This design comes from an exercise in tuning for small area, a short achievable clock period and few clock cycles on the open sky130 flow, not from production work. In this exercise RTL edits were held to simulation tests only and were not proved equivalent to the original. Power is estimated from default activity; no workload was simulated.

==> run D <==
Design qkv_proj_top, start of the top module:
module qkv_proj_top #(
  parameter int NUM_PROJ = 3
) (
  input  logic           clk,
  input  logic           reset_n,
  input  logic           dut_valid,
  output logic           dut_ready,
  output qkv_pkg::addr_t input_read_address,
  input  qkv_pkg::data_t input_read_data,
  output qkv_pkg::addr_t weight_read_address,
  input  qkv_pkg::data_t weight_read_data,
  output logic           result_write_enable,
  output qkv_pkg::addr_t result_write_address,
  output qkv_pkg::data_t result_write_data
);
  logic fetch_start;
  logic fetch_step;
  logic dot_first;
  logic dot_end;
  logic row_end;
  logic matrix_end;
  logic pipe_busy;
  qkv_ctrl #(
    .NUM_PROJ (NUM_PROJ)
  ) ctrl_i (
    .clk              (clk),
    .reset_n          (reset_n),
    .dut_valid        (dut_valid),
    .input_read_data  (input_read_data),
    .weight_read_data (weight_read_data),
    .dut_ready        (dut_ready),
    .fetch_start      (fetch_start),
    .fetch_step       (fetch_step),
    .dot_first        (dot_first),
    .dot_end          (dot_end),
    .row_end          (row_end),
    .matrix_end       (matrix_end),
    .pipe_busy        (pipe_busy)
  );
  input_addr_gen input_addr_gen_i (
    .clk                (clk),
    .reset_n            (reset_n),
    .fetch_start        (fetch_start),
    .fetch_step         (fetch_step),
    .dot_end            (dot_end),
    .row_end            (row_end),
    .matrix_end         (matrix_end),
    .input_read_address (input_read_address)
  );
  weight_addr_gen weight_addr_gen_i (
    .clk                 (clk),
    .reset_n             (reset_n),
    .fetch_start         (fetch_start),
  ...
clock: 10.0 ns
lec_check: 0
cap_margin: 20
core_margin: 2
core_utilization: 60
cts_cluster_diameter: 120
cts_cluster_size: 28
slew_margin: 20
standard.sh (not shown) runs the stock make flow with config.mk's settings and CLKGATE_MAP_FILE= SYNTH_SCRIPT=/design/flow/synth_recipe.tcl, a recipe that flattens the netlist after the stock synthesis.
==> flow/flow/run.sh <==
#!/bin/bash
set -euo pipefail
bash standard.sh 'BUFFER_PORTS_ARGS=-buffer_cell sky130_fd_sc_hd__buf_1' SETUP_SLACK_MARGIN=6.75 finish > standard_flow.log 2>&1
==> run X: changes against run D <==
==> flow/flow/run.sh (replaced) <==
#!/bin/bash
set -euo pipefail
bash standard.sh 'BUFFER_PORTS_ARGS=-buffer_cell sky130_fd_sc_hd__buf_1' SETUP_SLACK_MARGIN=6.85 finish > standard_flow.log 2>&1
==> impl_metrics.ini <==
[power_and_ir_drop]
irDropWorstVdd_v = 0.0004304

[layout]
drive_gt1_share_pct = 9.551
fin_cells = 3338
fin_util_pct = 65.57

[worst_setup_path]
critPathArrivalTime_ps = 1200
crit_type = reg -> out
end_kind = output port
worst-path-stages = 1

[timing]
tightest_slew_ps = 915.6

[global_route]
grt_pass1_vias = 19430
met1_usage_pct = 44.86

[outcome]
outcome = no timing/DRC/antenna violations
# the run above: run D

==> impl_metrics.ini <==
[outcome]
outcome = no timing/DRC/antenna violations

[layout]
fin_cells = 3362
drive_gt1_share_pct = 13.18
fin_util_pct = 67.38
fillerInstances = 3381

[worst_setup_path]
end_kind = flip-flop
crit_type = reg -> reg
critPathArrivalTime_ps = 3590

[timing]
tightest_slew_ps = 920.7

[worst_hold_path]
whs_path_depth = 0

[global_route]
grt_pass1_vias = 19460
met1_usage_pct = 44.84

[route]
wirelength_um = 75080

[power_and_ir_drop]
irDropWorstVdd_v = 0.0004254
# the run above: run X

Testbench counts of run D, summed over its fixed seeds: cycles 426,597.
Testbench counts of run X, summed over its fixed seeds: cycles 426,597.

==> tundra: inputs <==
qkv_proj_top again, from the RTL that the note above started with.
==> flow/config.mk <==
export PLATFORM = sky130hd
export DESIGN_NAME = qkv_proj_top
export DESIGN_NICKNAME = qkv_proj_top
export VERILOG_FILES = /design/flow/design.v
export SDC_FILE = /design/flow/constraint.sdc
export NUM_CORES = 4
export LEC_CHECK = 0
export CAP_MARGIN = 20
export CORE_MARGIN = 2
export CORE_UTILIZATION = 60
export CTS_CLUSTER_DIAMETER = 120
export CTS_CLUSTER_SIZE = 28
export SLEW_MARGIN = 20
==> flow/constraint.sdc <==
create_clock -name core_clock -period 10.0 [get_ports {clk}]
set_input_delay 2.0000 -clock core_clock [delete_from_list [all_inputs] [get_ports {clk}]]
set_output_delay 2.0000 -clock core_clock [all_outputs]
set_load 0.01 [all_outputs]
==> flow/flow/run.sh <==
#!/bin/bash
set -euo pipefail
bash standard.sh 'BUFFER_PORTS_ARGS=-buffer_cell sky130_fd_sc_hd__buf_1' SETUP_SLACK_MARGIN=6.65 finish > standard_flow.log 2>&1
==> inputs of quartz, as changes to tundra <==
--- a/flow/design.v
+++ b/flow/design.v
@@ -27,110 +27,117 @@
   input  qkv_pkg::data_t input_read_data,
   input  qkv_pkg::data_t weight_read_data,
   output logic           dut_ready,
   output logic           fetch_start,
   output logic           fetch_step,
   output logic           dot_first,
   output logic           dot_end,
   output logic           row_end,
-  output logic           matrix_end,
-  input  logic           pipe_busy
+  output logic           matrix_end
 );
   localparam int P_W = 2;   
   localparam logic [P_W-1:0] LAST_PROJ = P_W'(NUM_PROJ - 1);
   qkv_pkg::ctrl_state_t state;
   qkv_pkg::dim_t m_dim;
   qkv_pkg::dim_t k_dim;
   qkv_pkg::dim_t n_dim;
   qkv_pkg::dim_t k_cnt;
   qkv_pkg::dim_t j_cnt;
   qkv_pkg::dim_t r_cnt;
   logic [P_W-1:0] p_idx;
   logic k_last;
   logic j_last;
   logic r_last;
   logic p_last;
+  logic [2:0] drain_cnt;
   logic       last_fetch;
   assign fetch_start = (state == qkv_pkg::PREP);
   assign fetch_step  = (state == qkv_pkg::COMPUTE);
   assign dot_end    = fetch_step && k_last;
   assign row_end    = dot_end && j_last;
   assign matrix_end = row_end && r_last;
   assign last_fetch = matrix_end && p_last;
   qkv_pkg::ctrl_state_t state_nxt;
   always_comb begin
     state_nxt = state;
     case (state)
       qkv_pkg::IDLE:      if (dut_valid) state_nxt = qkv_pkg::LOAD_ADDR;
       qkv_pkg::LOAD_ADDR: state_nxt = qkv_pkg::LOAD_DIMS;
       qkv_pkg::LOAD_DIMS: state_nxt = qkv_pkg::PREP;
       qkv_pkg::PREP:      state_nxt = qkv_pkg::COMPUTE;
       qkv_pkg::COMPUTE:   if (last_fetch) state_nxt = qkv_pkg::DRAIN;
-      qkv_pkg::DRAIN:     if (!pipe_busy) state_nxt = qkv_pkg::IDLE;
+      qkv_pkg::DRAIN:     if (drain_cnt == 3'd0) state_nxt = qkv_pkg::IDLE;
       default:            state_nxt = qkv_pkg::IDLE;
     endcase
   end
   always_ff @(posedge clk) begin
     if (!reset_n) begin
       state     <= qkv_pkg::IDLE;
       dut_ready <= 1'b1;
     end else begin
       state     <= state_nxt;
       dut_ready <= (state_nxt == qkv_pkg::IDLE);
     end
   end
   always_ff @(posedge clk) begin
+    if (state == qkv_pkg::COMPUTE) begin
+      drain_cnt <= 3'd3;
+    end else begin
+      drain_cnt <= drain_cnt - 1'b1;
+    end
+  end
+  always_ff @(posedge clk) begin
     if (state == qkv_pkg::LOAD_DIMS) begin
       m_dim <= input_read_data[16 +: qkv_pkg::DIM_W];
       k_dim <= input_read_data[0 +: qkv_pkg::DIM_W];
       n_dim <= weight_read_data[0 +: qkv_pkg::DIM_W];
     end
   end
   always_ff @(posedge clk) begin
     if (fetch_start) begin
       dot_first <= 1'b1;
     end else if (fetch_step) begin
       dot_first <= k_last;
     end
   end
   always_ff @(posedge clk) begin
     if (fetch_start) begin
-      k_cnt  <= k_dim;
-      j_cnt  <= n_dim;
-      r_cnt  <= m_dim;
+      k_cnt  <= qkv_pkg::dim_t'(1);
+      j_cnt  <= qkv_pkg::dim_t'(1);
+      r_cnt  <= qkv_pkg::dim_t'(1);
       p_idx  <= '0;
       k_last <= (k_dim == qkv_pkg::dim_t'(1));
       j_last <= (n_dim == qkv_pkg::dim_t'(1));
       r_last <= (m_dim == qkv_pkg::dim_t'(1));
       p_last <= (NUM_PROJ == 1);
     end else if (fetch_step) begin
       if (k_last) begin
-        k_cnt  <= k_dim;
+        k_cnt  <= qkv_pkg::dim_t'(1);
         k_last <= (k_dim == qkv_pkg::dim_t'(1));
       end else begin
-        k_cnt  <= k_cnt - 1'b1;
-        k_last <= (k_cnt == qkv_pkg::dim_t'(2));
+        k_cnt  <= k_cnt + 1'b1;
+        k_last <= (k_cnt + 1'b1 == k_dim);
       end
       if (dot_end) begin
         if (j_last) begin
-          j_cnt  <= n_dim;
+          j_cnt  <= qkv_pkg::dim_t'(1);
           j_last <= (n_dim == qkv_pkg::dim_t'(1));
         end else begin
-          j_cnt  <= j_cnt - 1'b1;
-          j_last <= (j_cnt == qkv_pkg::dim_t'(2));
+          j_cnt  <= j_cnt + 1'b1;
+          j_last <= (j_cnt + 1'b1 == n_dim);
         end
       end
       if (row_end) begin
         if (r_last) begin
-          r_cnt  <= m_dim;
+          r_cnt  <= qkv_pkg::dim_t'(1);
           r_last <= (m_dim == qkv_pkg::dim_t'(1));
         end else begin
-          r_cnt  <= r_cnt - 1'b1;
-          r_last <= (r_cnt == qkv_pkg::dim_t'(2));
+          r_cnt  <= r_cnt + 1'b1;
+          r_last <= (r_cnt + 1'b1 == m_dim);
         end
       end
       if (matrix_end) begin
         p_idx  <= p_idx + 1'b1;
         p_last <= (p_idx == LAST_PROJ - 1'b1);
       end
     end
   end
@@ -216,17 +223,16 @@
 module mac_writer (
   input  logic           clk,
   input  logic           reset_n,
   input  logic           fetch_start,
   input  logic           dot_first,
   input  logic           dot_end,
   input  qkv_pkg::data_t input_read_data,
   input  qkv_pkg::data_t weight_read_data,
-  output logic           pipe_busy,
   output logic           result_write_enable,
   output qkv_pkg::addr_t result_write_address,
   output qkv_pkg::data_t result_write_data
 );
   localparam int R  = 2;
   localparam int NT = 1;
   logic d_first;
   logic d_last;
@@ -262,17 +268,16 @@
       result_write_enable <= 1'b0;
     end else begin
       d_last              <= dot_end;
       m_last              <= d_last;
       w_last              <= m_last;
       result_write_enable <= w_last;
     end
   end
-  assign pipe_busy = d_last | m_last | w_last;
   always_ff @(posedge clk) begin
     d_first <= dot_first;
     m_first <= d_first;
     x_q     <= input_read_data;
     one_q   <= one_d;
     two_q   <= two_d;
     neg_q   <= neg_d;
     acc     <= acc_nxt;
@@ -1990,33 +1995,31 @@
   output qkv_pkg::data_t result_write_data
 );
   logic fetch_start;
   logic fetch_step;
   logic dot_first;
   logic dot_end;
   logic row_end;
   logic matrix_end;
-  logic pipe_busy;
   qkv_ctrl #(
     .NUM_PROJ (NUM_PROJ)
   ) ctrl_i (
     .clk              (clk),
     .reset_n          (reset_n),
     .dut_valid        (dut_valid),
     .input_read_data  (input_read_data),
     .weight_read_data (weight_read_data),
     .dut_ready        (dut_ready),
     .fetch_start      (fetch_start),
     .fetch_step       (fetch_step),
     .dot_first        (dot_first),
     .dot_end          (dot_end),
     .row_end          (row_end),
-    .matrix_end       (matrix_end),
-    .pipe_busy        (pipe_busy)
+    .matrix_end       (matrix_end)
   );
   input_addr_gen input_addr_gen_i (
     .clk                (clk),
     .reset_n            (reset_n),
     .fetch_start        (fetch_start),
     .fetch_step         (fetch_step),
     .dot_end            (dot_end),
     .row_end            (row_end),
@@ -2035,15 +2038,14 @@
   mac_writer mac_writer_i (
     .clk                  (clk),
     .reset_n              (reset_n),
     .fetch_start          (fetch_start),
     .dot_first            (dot_first),
     .dot_end              (dot_end),
     .input_read_data      (input_read_data),
     .weight_read_data     (weight_read_data),
-    .pipe_busy            (pipe_busy),
     .result_write_enable  (result_write_enable),
     .result_write_address (result_write_address),
     .result_write_data    (result_write_data)
   );
 endmodule
 `default_nettype wire
==> flow/flow/run.sh (replaced) <==
#!/bin/bash
set -euo pipefail
bash standard.sh 'BUFFER_PORTS_ARGS=-buffer_cell sky130_fd_sc_hd__buf_1' SETUP_SLACK_MARGIN=6.85 finish > standard_flow.log 2>&1
==> flow/config.mk (replaced) <==
export PLATFORM = sky130hd
export DESIGN_NAME = qkv_proj_top
export DESIGN_NICKNAME = qkv_proj_top
export VERILOG_FILES = /design/flow/design.v
export SDC_FILE = /design/flow/constraint.sdc
export NUM_CORES = 4
export LEC_CHECK = 0
export CAP_MARGIN = 20
export CORE_MARGIN = 2
export CORE_UTILIZATION = 70
export CTS_CLUSTER_DIAMETER = 110
export CTS_CLUSTER_SIZE = 26
export SLEW_MARGIN = 20
==> inputs of yarrow, as changes to tundra <==
--- a/flow/design.v
+++ b/flow/design.v
@@ -28,23 +28,23 @@
   input  qkv_pkg::data_t weight_read_data,
   output logic           dut_ready,
   output logic           fetch_start,
   output logic           fetch_step,
   output logic           dot_first,
   output logic           dot_end,
   output logic           row_end,
   output logic           matrix_end,
+  output qkv_pkg::dim_t  k_dim,
   input  logic           pipe_busy
 );
   localparam int P_W = 2;   
   localparam logic [P_W-1:0] LAST_PROJ = P_W'(NUM_PROJ - 1);
   qkv_pkg::ctrl_state_t state;
   qkv_pkg::dim_t m_dim;
-  qkv_pkg::dim_t k_dim;
   qkv_pkg::dim_t n_dim;
   qkv_pkg::dim_t k_cnt;
   qkv_pkg::dim_t j_cnt;
   qkv_pkg::dim_t r_cnt;
   logic [P_W-1:0] p_idx;
   logic k_last;
   logic j_last;
   logic r_last;
@@ -141,43 +141,36 @@
 module input_addr_gen (
   input  logic           clk,
   input  logic           reset_n,
   input  logic           fetch_start,
   input  logic           fetch_step,
   input  logic           dot_end,
   input  logic           row_end,
   input  logic           matrix_end,
+  input  qkv_pkg::dim_t  k_dim,
   output qkv_pkg::addr_t input_read_address
 );
-  qkv_pkg::addr_t row_base;
   qkv_pkg::addr_t addr_inc;
   assign addr_inc = input_read_address + 1'b1;
   always_ff @(posedge clk) begin
     if (fetch_start || (fetch_step && matrix_end)) begin
       input_read_address <= qkv_pkg::addr_t'(1);
     end else if (fetch_step) begin
       if (row_end) begin
         input_read_address <= addr_inc;
       end else if (dot_end) begin
-        input_read_address <= row_base;
+        input_read_address <= addr_inc - qkv_pkg::addr_t'(k_dim);
       end else begin
         input_read_address <= addr_inc;
       end
     end else begin
       input_read_address <= '0;
     end
   end
-  always_ff @(posedge clk) begin
-    if (fetch_start || (fetch_step && matrix_end)) begin
-      row_base <= qkv_pkg::addr_t'(1);
-    end else if (fetch_step && row_end) begin
-      row_base <= addr_inc;
-    end
-  end
 endmodule
 `default_nettype wire
 `timescale 1ns/1ps
 `default_nettype none
 module weight_addr_gen (
   input  logic           clk,
   input  logic           reset_n,
   input  logic           fetch_start,
@@ -1991,41 +1984,44 @@
 );
   logic fetch_start;
   logic fetch_step;
   logic dot_first;
   logic dot_end;
   logic row_end;
   logic matrix_end;
   logic pipe_busy;
+  qkv_pkg::dim_t k_dim;
   qkv_ctrl #(
     .NUM_PROJ (NUM_PROJ)
   ) ctrl_i (
     .clk              (clk),
     .reset_n          (reset_n),
     .dut_valid        (dut_valid),
     .input_read_data  (input_read_data),
     .weight_read_data (weight_read_data),
     .dut_ready        (dut_ready),
     .fetch_start      (fetch_start),
     .fetch_step       (fetch_step),
     .dot_first        (dot_first),
     .dot_end          (dot_end),
     .row_end          (row_end),
     .matrix_end       (matrix_end),
+    .k_dim            (k_dim),
     .pipe_busy        (pipe_busy)
   );
   input_addr_gen input_addr_gen_i (
     .clk                (clk),
     .reset_n            (reset_n),
     .fetch_start        (fetch_start),
     .fetch_step         (fetch_step),
     .dot_end            (dot_end),
     .row_end            (row_end),
     .matrix_end         (matrix_end),
+    .k_dim              (k_dim),
     .input_read_address (input_read_address)
   );
   weight_addr_gen weight_addr_gen_i (
     .clk                 (clk),
     .reset_n             (reset_n),
     .fetch_start         (fetch_start),
     .fetch_step          (fetch_step),
     .row_end             (row_end),
==> flow/flow/run.sh (replaced) <==
#!/bin/bash
set -euo pipefail
bash standard.sh 'BUFFER_PORTS_ARGS=-buffer_cell sky130_fd_sc_hd__buf_1' SETUP_SLACK_MARGIN=6.75 finish > standard_flow.log 2>&1
==> flow/config.mk (replaced) <==
export PLATFORM = sky130hd
export DESIGN_NAME = qkv_proj_top
export DESIGN_NICKNAME = qkv_proj_top
export VERILOG_FILES = /design/flow/design.v
export SDC_FILE = /design/flow/constraint.sdc
export NUM_CORES = 4
export LEC_CHECK = 0
export CAP_MARGIN = 20
export CORE_MARGIN = 2
export CORE_UTILIZATION = 70
export CTS_CLUSTER_DIAMETER = 120
export CTS_CLUSTER_SIZE = 28
export SLEW_MARGIN = 20
==> inputs of willow, as changes to tundra <==
--- a/flow/design.v
+++ b/flow/design.v
@@ -28,23 +28,23 @@
   input  qkv_pkg::data_t weight_read_data,
   output logic           dut_ready,
   output logic           fetch_start,
   output logic           fetch_step,
   output logic           dot_first,
   output logic           dot_end,
   output logic           row_end,
   output logic           matrix_end,
+  output qkv_pkg::dim_t  k_dim,
   input  logic           pipe_busy
 );
   localparam int P_W = 2;   
   localparam logic [P_W-1:0] LAST_PROJ = P_W'(NUM_PROJ - 1);
   qkv_pkg::ctrl_state_t state;
   qkv_pkg::dim_t m_dim;
-  qkv_pkg::dim_t k_dim;
   qkv_pkg::dim_t n_dim;
   qkv_pkg::dim_t k_cnt;
   qkv_pkg::dim_t j_cnt;
   qkv_pkg::dim_t r_cnt;
   logic [P_W-1:0] p_idx;
   logic k_last;
   logic j_last;
   logic r_last;
@@ -141,43 +141,36 @@
 module input_addr_gen (
   input  logic           clk,
   input  logic           reset_n,
   input  logic           fetch_start,
   input  logic           fetch_step,
   input  logic           dot_end,
   input  logic           row_end,
   input  logic           matrix_end,
+  input  qkv_pkg::dim_t  k_dim,
   output qkv_pkg::addr_t input_read_address
 );
-  qkv_pkg::addr_t row_base;
   qkv_pkg::addr_t addr_inc;
   assign addr_inc = input_read_address + 1'b1;
   always_ff @(posedge clk) begin
     if (fetch_start || (fetch_step && matrix_end)) begin
       input_read_address <= qkv_pkg::addr_t'(1);
     end else if (fetch_step) begin
       if (row_end) begin
         input_read_address <= addr_inc;
       end else if (dot_end) begin
-        input_read_address <= row_base;
+        input_read_address <= addr_inc - qkv_pkg::addr_t'(k_dim);
       end else begin
         input_read_address <= addr_inc;
       end
     end else begin
       input_read_address <= '0;
     end
   end
-  always_ff @(posedge clk) begin
-    if (fetch_start || (fetch_step && matrix_end)) begin
-      row_base <= qkv_pkg::addr_t'(1);
-    end else if (fetch_step && row_end) begin
-      row_base <= addr_inc;
-    end
-  end
 endmodule
 `default_nettype wire
 `timescale 1ns/1ps
 `default_nettype none
 module weight_addr_gen (
   input  logic           clk,
   input  logic           reset_n,
   input  logic           fetch_start,
@@ -1991,41 +1984,44 @@
 );
   logic fetch_start;
   logic fetch_step;
   logic dot_first;
   logic dot_end;
   logic row_end;
   logic matrix_end;
   logic pipe_busy;
+  qkv_pkg::dim_t k_dim;
   qkv_ctrl #(
     .NUM_PROJ (NUM_PROJ)
   ) ctrl_i (
     .clk              (clk),
     .reset_n          (reset_n),
     .dut_valid        (dut_valid),
     .input_read_data  (input_read_data),
     .weight_read_data (weight_read_data),
     .dut_ready        (dut_ready),
     .fetch_start      (fetch_start),
     .fetch_step       (fetch_step),
     .dot_first        (dot_first),
     .dot_end          (dot_end),
     .row_end          (row_end),
     .matrix_end       (matrix_end),
+    .k_dim            (k_dim),
     .pipe_busy        (pipe_busy)
   );
   input_addr_gen input_addr_gen_i (
     .clk                (clk),
     .reset_n            (reset_n),
     .fetch_start        (fetch_start),
     .fetch_step         (fetch_step),
     .dot_end            (dot_end),
     .row_end            (row_end),
     .matrix_end         (matrix_end),
+    .k_dim              (k_dim),
     .input_read_address (input_read_address)
   );
   weight_addr_gen weight_addr_gen_i (
     .clk                 (clk),
     .reset_n             (reset_n),
     .fetch_start         (fetch_start),
     .fetch_step          (fetch_step),
     .row_end             (row_end),
==> flow/flow/run.sh (replaced) <==
#!/bin/bash
set -euo pipefail
bash standard.sh 'BUFFER_PORTS_ARGS=-buffer_cell sky130_fd_sc_hd__buf_1' SETUP_SLACK_MARGIN=6.75 finish > standard_flow.log 2>&1
==> flow/config.mk (replaced) <==
export PLATFORM = sky130hd
export DESIGN_NAME = qkv_proj_top
export DESIGN_NICKNAME = qkv_proj_top
export VERILOG_FILES = /design/flow/design.v
export SDC_FILE = /design/flow/constraint.sdc
export NUM_CORES = 4
export LEC_CHECK = 0
export CAP_MARGIN = 20
export CORE_MARGIN = 2
export CORE_UTILIZATION = 75
export CTS_CLUSTER_DIAMETER = 120
export CTS_CLUSTER_SIZE = 28
export SLEW_MARGIN = 20
==> notes.md <==
outcome=finished clean; FILL cells=2,565; sum of met3 wire segment lengths after detailed routing=5.341 mm; slew of the pin with the lowest slew margin=639.1 ps; power drawn by the sequential cells=0.00198 W; final critical path time including I/O delays and setup=3251 ps; Hold WS=361.7 ps; die boundary width=192.1 um; clock network power=0.000710 W; worst-case setup slack after placement=5942 ps; length of routed wiring on met1=28.23 mm; relative area of clock buffers and inverters in the final design=0.01645; Cell Chain, Critical Path=buf_12 > a22oi_1 > xnor2_1 > xnor2_1 > xor2_1 > xnor2_1 > xor2_1 > xnor2_1 > nor2_1 > nand2b_1 > xnor2_2 > xor3_1
-- figures above: yarrow

==> notes.md <==
outcome=finished clean; sequential share of cell area=0.2614; die boundary width=185.7 um; Cell Chain, Critical Path=buf_6 > xnor2_1 > maj3_2 > xnor2_2 > xnor2_1 > buf_4 > nor2_2 > a21oi_4 > inv_1 > maj3_2 > maj3_2 > xor3_1; worst-case setup slack after placement=5953 ps; FILL cells=2,108; slew of the pin with the lowest slew margin=977.7 ps; length of routed wiring on met1=27.52 mm; Internal Pwr Total=0.006049 W; Hold WS=357.8 ps; power drawn by the sequential cells=0.00199 W; synthesized-area fraction occupied by xor and xnor cells=0.3212; relative area of clock buffers and inverters in the final design=0.01712; sum of met3 wire segment lengths after detailed routing=6.664 mm; final critical path time including I/O delays and setup=3219 ps; Highest Signal Layer=met5
-- figures above: willow

==> notes.md <==
relative area of clock buffers and inverters in the final design=0.01871; Hold WS=325.7 ps; length of routed wiring on met1=31.15 mm; FILL cells=3,561; clock network power=0.000770 W; outcome=finished clean; sum of met3 wire segment lengths after detailed routing=6.215 mm; Cell Chain, Critical Path=ha_4 > inv_2 > fa_2 > nor2b_1 > o21ai_1 > a21boi_1 > o21ai_1 > a21boi_2 > o31a_1 > o211ai_1 > a311o_1 > a211o_1 > a311o_1 > o211ai_1; worst-case setup slack after placement=6271 ps; WL/cell=21.15 um
-- figures above: tundra

==> notes.md <==
Cell Chain, Critical Path=buf_12 > a22oi_2 > xnor2_2 > maj3_2 > xnor2_2 > xnor2_2 > nand2_2 > a21oi_2 > inv_2 > maj3_2 > maj3_2 > xor3_1; final critical path time including I/O delays and setup=3161 ps; power drawn by the sequential cells=0.00208 W; Hold WS=364.9 ps; clock network power=0.000775 W; die boundary width=194.5 um; outcome=finished clean; length of routed wiring on met1=30.63 mm; FILL cells=2,529; slew of the pin with the lowest slew margin=759.8 ps; worst-case setup slack after placement=6112 ps
-- figures above: quartz

Testbench counts of tundra, summed over its fixed seeds: cycles 426,597.
Testbench counts of quartz, summed over its fixed seeds: cycles 426,597.
Testbench counts of yarrow, summed over its fixed seeds: cycles 426,597.
Testbench counts of willow, summed over its fixed seeds: cycles 426,597.

what the ideal ports hide:
No port has a modelled driver above. Below, the same layouts with a new extraction and two added sets of constraints.
Step 1 (the two cells are an assumption about what drives the block):
set clk [get_ports {clk}]
set_driving_cell -lib_cell sky130_fd_sc_hd__clkbuf_16 $clk
set_driving_cell -lib_cell sky130_fd_sc_hd__buf_2 [delete_from_list [all_inputs] $clk]
Step 2 times the ports against the registers' clock, not the clock port: input delays grow and output delays shrink by t, the midpoint of the rising clock arrivals with the driver on.
Slacks: no drivers / after step 1 / after step 2; pairs: no drivers / after step 1.
run | t, ns | setup WS [ns] | worst hold slack (ns) | worst setup path at the end
run D | 0.611 | 6.797 / 6.734 / 6.806 | 0.327 / 0.327 / 0.327 | register to register
run X | 0.607 | 6.849 / 6.826 / 6.849 | 0.329 / 0.329 / 0.329 | register to register
tundra | 0.607 | 6.702 / 6.702 / 6.702 | 0.326 / 0.326 / 0.326 | register to register
quartz | 0.591 | 6.839 / 6.822 / 6.839 | 0.365 / 0.365 / 0.365 | register to register
yarrow | 0.583 | 6.749 / 6.749 / 6.749 | 0.362 / 0.362 / 0.362 | register to register
willow | 0.577 | 6.781 / 6.771 / 6.781 | 0.358 / 0.358 / 0.358 | register to register
After both steps every run listed still meets setup and hold.
